From an optimization exercise on the open Yosys and OpenROAD flow, aimed at small area, a short achievable clock period and few clock cycles per item; shortcuts taken in it are not production practice.
At most, simulation tests tie the RTL to the original design; equivalence was not proved.
No activity file was given, so power comes from the tool's default toggle rates.

==> flow/design.v (excerpt) <==
module edge_top (
  input  logic       clk,
  input  logic       rst_n,
  input  logic       edge_en,
  input  logic       in_valid,
  input  logic       in_sof,
  input  logic [7:0] in_r,
  input  logic [7:0] in_g,
  input  logic [7:0] in_b,
  output logic       in_ready,
  output logic       out_valid,
  output logic       out_sof,
  output logic [7:0] out_r,
  output logic [7:0] out_g,
  output logic [7:0] out_b,
  input  logic       out_ready
);
For scale: roughly 1500 cells after synthesis, roughly 27000 µm² of cells after synthesis.
make LEC_CHECK=0 CAP_MARGIN=20 CORE_MARGIN=2 CORE_UTILIZATION=60 SETUP_SLACK_MARGIN=2.4 SLEW_MARGIN=20 finish   # period 4.5 ns
run.sh (not shown) runs the stock make flow with config.mk's settings and CLKGATE_MAP_FILE= SYNTH_SCRIPT=/design/flow/synth_recipe.tcl, a recipe that flattens the netlist after the stock synthesis.
Testbench counts at the start, summed over its fixed seeds: cycles 34,199, pixels 32,768.
Rerun with:
- CORE_UTILIZATION: 60 -> 70
- CTS_BUF_LIST: not set -> sky130_fd_sc_hd__clkbuf_8
- CTS_CLUSTER_SIZE: not set -> 14
Result:
- synthesized area stays the same
- hold slack hardly moves
- wire length went up by about 2.8%
Rerun with:
- CORE_UTILIZATION: 70 -> 60
- CTS_CLUSTER_SIZE: 14 -> 20
Outcome:
- The changed run completed with no timing, DRC or antenna violations
- count of clock-buffer cells in the layout increases by 3
- cell area came out higher by 1.7%
- global-route usage is lower by 3.8 points
- clock skew hardly moves
- combinational power is about the same
- power increases by 1.1%
- routed wire length goes down by about 3.5%
- core utilization fell by 11 points
- via count fell by about 0.6%
Rerun with:
- CTS_CLUSTER_SIZE: 20 -> 14
What happened: Die area does not change. Synthesized cell count does not change. Cell count hardly moves. Cell area went up by 0.33%. Worst setup slack gets better by 0.025 ns. First-iteration DRC count barely changes. Via count stays flat. Power is about the same.

* * *

The RTL this note starts from:
==> flow/design.v <==
`default_nettype none
package pix_pkg;
  localparam int pix_w = 8;
  localparam int grad_w = 11;
  localparam int mag_max = 255;
  localparam int kern_mid = 2;
  typedef logic [pix_w-1:0] pix_t;
  typedef struct packed {
    pix_t r;
    pix_t g;
    pix_t b;
  } rgb_t;
  typedef logic [9*pix_w-1:0] win_t;
  typedef struct packed {
    rgb_t rgb;
    pix_t grey;
    logic edge_mode;
  } dec_t;
  typedef struct packed {
    win_t win;
    rgb_t rgb;
    logic edge_mode;
  } win_beat_t;
  typedef struct packed {
    pix_t edge_val;
    rgb_t rgb;
    logic edge_mode;
  } res_t;
endpackage
`default_nettype wire
`default_nettype none
package frame_pkg;
  localparam int frame_cols = 32;
  localparam int frame_rows = 16;
  localparam int col_w = (frame_cols > 1) ? $clog2(frame_cols) : 1;
  localparam int row_w = (frame_rows > 1) ? $clog2(frame_rows) : 1;
endpackage
`default_nettype wire
`default_nettype none
module edge_top (
  input  logic       clk,
  input  logic       rst_n,
  input  logic       edge_en,
  input  logic       in_valid,
  input  logic       in_sof,
  input  logic [7:0] in_r,
  input  logic [7:0] in_g,
  input  logic [7:0] in_b,
  output logic       in_ready,
  output logic       out_valid,
  output logic       out_sof,
  output logic [7:0] out_r,
  output logic [7:0] out_g,
  output logic [7:0] out_b,
  input  logic       out_ready
);
  localparam int cols = frame_pkg::frame_cols;
  localparam int rows = frame_pkg::frame_rows;
  localparam int npix = cols * rows;
  localparam int depth = 2 * cols + 1;
  localparam int lag = cols + 2;
  localparam int hd_last = npix + lag - 1;
  logic        ir_v;
  logic        ir_sof;
  logic        ir_edge;
  logic [23:0] ir_d;       
  logic        fmode;      
  logic [9:0]  hd;
  logic        f_zero, f_last, f_valid, f_sof, f_left, f_right;
  logic        f_top, f_ptop;
  localparam int ring = depth - 1;
  logic [7:0]        ch0;
  logic [8*ring-1:0] rg;
  logic [4:0]        rot;
  logic        cv;         
  logic        c_sof;
  logic        c_right;    
  logic        c_right_y;  
  logic [9:0]  pt;         
  logic [9:0]  d1, d2, d3;         
  logic signed [8:0]  v1, vp;      
  logic signed [10:0] gsum;        
  logic        g_v;
  logic        g_sof;
  logic signed [10:0] gx;
  logic signed [10:0] gy;
  logic        s_v;
  logic        s_sof;
  logic [5:0]  s_lo;       
  logic [4:0]  s_hi;       
  logic        s_big;      
  logic        skid_v;
  logic [24:0] skid_d;
  logic        in_ready_r;
  assign in_ready = in_ready_r;
  logic       in_mode;
  logic [8:0] rb_sum;
  assign in_mode = in_sof ? edge_en : fmode;
  assign rb_sum  = {1'b0, in_r} + {1'b0, in_b};
  logic adv;
  logic e_go;
  logic p_go;
  logic sh;
  logic al;
  logic p_v;
  logic out_en;
  logic busy;
  assign busy   = cv || g_v || s_v;
  assign adv    = !skid_v;
  assign al     = (rot == 5'd0) || f_zero;
  assign e_go   = adv && al && ir_v && ir_edge && (!hd[9] || f_last);
  assign p_go   = adv && ir_v && !ir_edge && f_zero && !busy;
  assign sh     = adv && al && (hd[9] || (ir_v && ir_edge));
  assign p_v    = (adv && s_v) || p_go;
  assign out_en = !out_valid || out_ready;
  logic ir_v_n;
  logic ir_edge_n;
  logic skid_v_n;
  logic out_v_n;
  logic tail_n;
  logic last_n;
  logic zero_n;
  logic busy_n;
  logic al_n;
  always_comb begin
    ir_v_n    = in_ready_r ? in_valid : ir_v;
    ir_edge_n = in_ready_r ? in_mode : ir_edge;
    if (out_en) begin
      out_v_n  = skid_v || p_v;
      skid_v_n = 1'b0;
    end else begin
      out_v_n  = 1'b1;
      skid_v_n = skid_v || p_v;
    end
    if (sh) begin
      tail_n = !f_last && (hd[9] || hd[8:0] == 9'h1ff);
      last_n = !f_last && (hd == 10'(hd_last - 1));
      zero_n = f_last && !e_go;
    end else begin
      tail_n = hd[9];
      last_n = f_last;
      zero_n = f_zero;
    end
    busy_n = adv ? ((sh && f_valid) || cv || g_v) : busy;
    al_n   = sh || (rot == 5'(cols - 1)) || zero_n;
  end
  always_ff @(posedge clk) begin
    if (!rst_n) begin
      ir_v       <= 1'b0;
      cv         <= 1'b0;
      g_v        <= 1'b0;
      s_v        <= 1'b0;
      out_valid  <= 1'b0;
      skid_v     <= 1'b0;
      in_ready_r <= 1'b1;
    end else begin
      ir_v       <= ir_v_n;
      if (adv) begin
        cv  <= sh && f_valid;
        g_v <= cv;
        s_v <= g_v;
      end
      out_valid  <= out_v_n;
      skid_v     <= skid_v_n;
      in_ready_r <= !ir_v_n || (!skid_v_n && (ir_edge_n ? (al_n && (!tail_n || last_n))
                                                        : (zero_n && !busy_n)));
    end
  end
  always_ff @(posedge clk) begin
    if (!rst_n) begin
      hd     <= '0;
      f_zero <= 1'b1;
      f_last <= 1'b0;
    end else if (sh) begin
      hd     <= f_last ? {9'd0, e_go} : hd + 10'd1;
      f_zero <= f_last && !e_go;
      f_last <= !f_last && (hd == 10'(hd_last - 1));
    end
  end
  always_ff @(posedge clk) begin
    if (!rst_n) begin
      f_valid <= 1'b0;
      f_sof   <= 1'b0;
      f_left  <= 1'b0;
      f_right <= 1'b0;
      f_top   <= 1'b0;
      f_ptop  <= 1'b0;
    end else if (sh) begin
      f_valid <= !f_last && (hd >= 10'(lag - 1));
      f_sof   <= !f_last && (hd == 10'(lag - 1));
      f_left  <= !f_last && (hd[4:0] == 5'((lag - 1) % cols));
      f_right <= f_last ? e_go : (hd[4:0] == 5'((lag - 2) % cols));
      f_top   <= f_ptop;
      f_ptop  <= !f_last && (hd >= 10'(lag - 3)) && (hd < 10'(lag - 3 + cols));
    end
  end
  always_ff @(posedge clk) begin
    if (in_ready_r) begin
      ir_sof  <= in_sof;
      ir_edge <= in_mode;
      ir_d    <= {in_mode ? rb_sum[8:1] : in_r, in_g, in_b};
      if (in_valid && in_sof) begin
        fmode <= edge_en;
      end
    end
  end
  logic [8:0] grey_sum;
  logic [7:0] bot;
  logic [7:0] top;
  logic [7:0] nmid;
  logic [7:0] ntop;
  logic [7:0] tz;
  logic [7:0] ntz;
  assign grey_sum = {1'b0, ir_d[23:16]} + {1'b0, ir_d[15:8]};
  assign bot  = ch0;
  assign top  = rg[8*(2*cols-1) +: 8];
  assign nmid = rg[8*(cols-2) +: 8];
  assign ntop = rg[8*(2*cols-2) +: 8];
  assign tz   = f_top ? 8'h00 : top;
  assign ntz  = f_ptop ? 8'h00 : ntop;
  always_ff @(posedge clk) begin
    rot <= sh ? 5'd0 : rot + 5'd1;
    rg  <= {rg[8*(2*cols-1)-1:8*cols], sh ? rg[8*(cols-1) +: 8] : rg[8*(2*cols-1) +: 8],
            rg[8*(cols-1)-1:0],        sh ? ch0 : rg[8*(cols-1) +: 8]};
    if (sh) begin
      ch0     <= (hd[9] && !f_last) ? 8'h00 : grey_sum[8:1];
      pt      <= {2'b00, ntz} + {1'b0, nmid, 1'b0};
      d1      <= pt + {2'b00, bot};
      d2      <= d1;
      d3      <= f_left ? 10'd0 : d2;
      v1      <= $signed({1'b0, bot}) - $signed({1'b0, tz});
      vp      <= f_right ? 9'sd0 : v1;
      gsum    <= 11'(vp) + (11'(v1) <<< 1);
      c_sof   <= f_sof;
      c_right <= f_right;
    end
  end
  always_ff @(posedge clk) begin
    if (!rst_n) begin
      c_right_y <= 1'b0;
    end else if (sh) begin
      c_right_y <= f_right;
    end
  end
  always_ff @(posedge clk) begin
    if (adv) begin
      g_sof <= c_sof;
      gx    <= $signed({1'b0, c_right ? 10'd0 : d1}) - $signed({1'b0, d3});
      gy    <= gsum + (c_right_y ? 11'sd0 : 11'(v1));
    end
  end
  logic [9:0] ax;
  logic [9:0] ay;
  assign ax = gx[9:0] ^ {10{gx[10]}};
  assign ay = gy[9:0] ^ {10{gy[10]}};
  always_ff @(posedge clk) begin
    if (adv) begin
      s_sof <= g_sof;
      s_lo  <= {2'b00, ax[3:0]} + {2'b00, ay[3:0]} + {5'd0, gx[10]} + {5'd0, gy[10]};
      s_hi  <= {1'b0, ax[7:4]} + {1'b0, ay[7:4]};
      s_big <= (ax[9:8] != 2'b00) || (ay[9:8] != 2'b00);
    end
  end
  logic [5:0]  m_top;
  logic [7:0]  m_val;
  logic [24:0] p_data;
  assign m_top  = {1'b0, s_hi} + {4'd0, s_lo[5:4]};
  assign m_val  = (s_big || m_top[5:4] != 2'b00) ? 8'hff : {m_top[3:0], s_lo[3:0]};
  assign p_data = s_v ? {s_sof, m_val, m_val, m_val} : {ir_sof, ir_d};
  always_ff @(posedge clk) begin
    if (out_en) begin
      {out_sof, out_r, out_g, out_b} <= skid_v ? skid_d : p_data;
    end
    if (!skid_v) begin
      skid_d <= p_data;
    end
  end
endmodule
`default_nettype wire
Settings: LEC_CHECK=0, ABC_AREA=1, CAP_MARGIN=20, CORE_MARGIN=2, CORE_UTILIZATION=60, CTS_CLUSTER_DIAMETER=100, CTS_CLUSTER_SIZE=32, SETUP_SLACK_MARGIN=2.3, SLEW_MARGIN=20; clock period 4.5 ns.
Then changed:
Settings changed: CORE_UTILIZATION 60 to 55, CTS_CLUSTER_DIAMETER 100 to 90, CTS_CLUSTER_SIZE 32 to 28, SETUP_SLACK_MARGIN 2.3 to 2.4.
The changed run finished with timing, DRC and antenna clean.
Worst hold slack gets better by 13 ps.
Synthesized cell count is unchanged.
Setup slack is better by 60 ps.
Routed wire length came out lower by about 9%.
Utilization is lower by 4.9 points.
Then changed:
Settings changed: CORE_UTILIZATION 55 to 60, CTS_BUF_LIST set to sky130_fd_sc_hd__clkbuf_8 sky130_fd_sc_hd__clkbuf_16, CTS_CLUSTER_DIAMETER 90 to 80, CTS_CLUSTER_SIZE 28 to 24.
Effect: The changed run ran to the end with no violations; routed wire length goes up by 6.9%; final area grows by 0.71%; maximum frequency stays flat; cell count goes down by 1.7%; first-iteration DRC count grows by 7.3%; utilization rises by 6.2 points; hold slack gains 7.9 ps; power grows by 3.9%; clock power grows by 14%.
Then changed:
Settings changed: CTS_BUF_LIST sky130_fd_sc_hd__clkbuf_8 sky130_fd_sc_hd__clkbuf_16 to not set, CTS_CLUSTER_DIAMETER 80 to 100, CTS_CLUSTER_SIZE 24 to 32, SETUP_SLACK_MARGIN 2.4 to 2.5.
Effect: The changed run produced a clean layout. Cell area came out higher slightly. Routed wire length goes down by a few percent. First-iteration DRC count is higher by about a fifth. Clock power shrinks by about a fifth. Worst setup slack degrades by 46 ps. Worst hold slack got worse by 4.7 ps.
Then changed:
Settings changed: CTS_CLUSTER_DIAMETER 100 to 80, CTS_CLUSTER_SIZE 32 to 24, SETUP_SLACK_MARGIN 2.5 to 2.4.
Result: The new run went through all stages and came out clean; hold slack gets better by 4.3 ps; final area decreases by 0.44%; final cell count is about the same; clock-buffer cell count increases by 13; via count barely changes; synthesized area is unchanged; core utilization decreases by 0.30 points; first-iteration DRC count decreases by 20%; critical path depth stays the same.
No run of this note included a check of the RTL's function; only the layout flow was run.

==> what the ideal ports hide <==
The results above use ideal ports. As a check the final layouts listed here were re-extracted and re-timed, cells and wires unchanged. Step 1 sets driving cells, clkbuf_16 on the clock port and buf_2 on the other inputs (assumed; they add their load-dependent delay and slew). Step 2 also shifts input and output timing later by t, the mid clock arrival at the registers, as if the neighbouring blocks saw the same clock. a / b / c = ideal / step 1 / step 2; a / b = the first two.
run | shift t [ns] | slack for setup (ns) | clock arrival spread, ns | worst slew at a driven data input, ns | pins driven straight from the clock port
the first run of note 1 | 0.654 | 2.343 / 2.343 / 1.792 | 0.018 / 0.018 | 0.07 | 1
the second run of note 1 | 0.711 | 2.320 / 2.320 / 1.743 | 0.039 / 0.038 | 0.05 | 1
the third run of note 1 | 0.740 | 2.315 / 2.290 / 1.686 | 0.040 / 0.040 | 0.07 | 1
the fourth run of note 1 | 0.745 | 2.340 / 2.287 / 1.681 | 0.042 / 0.042 | 0.07 | 1
the first run of note 2 | 0.639 | 2.338 / 2.293 / 1.795 | 0.045 / 0.045 | 0.07 | 1
the second run of note 2 | 0.653 | 2.397 / 2.359 / 1.842 | 0.032 / 0.031 | 0.04 | 1
the third run of note 2 | 0.609 | 2.393 / 2.393 / 1.862 | 0.026 / 0.026 | 0.04 | 1
the fourth run of note 2 | 0.653 | 2.347 / 2.347 / 1.913 | 0.023 / 0.023 | 0.05 | 1
the fifth run of note 2 | 0.608 | 2.393 / 2.393 / 1.864 | 0.023 / 0.024 | 0.04 | 1
After both steps every run listed still meets setup and hold. For the fourth run of note 1, which loses most, drivers alone change the setup slack by -0.053 ns; drivers and shift together by -0.659 ns.
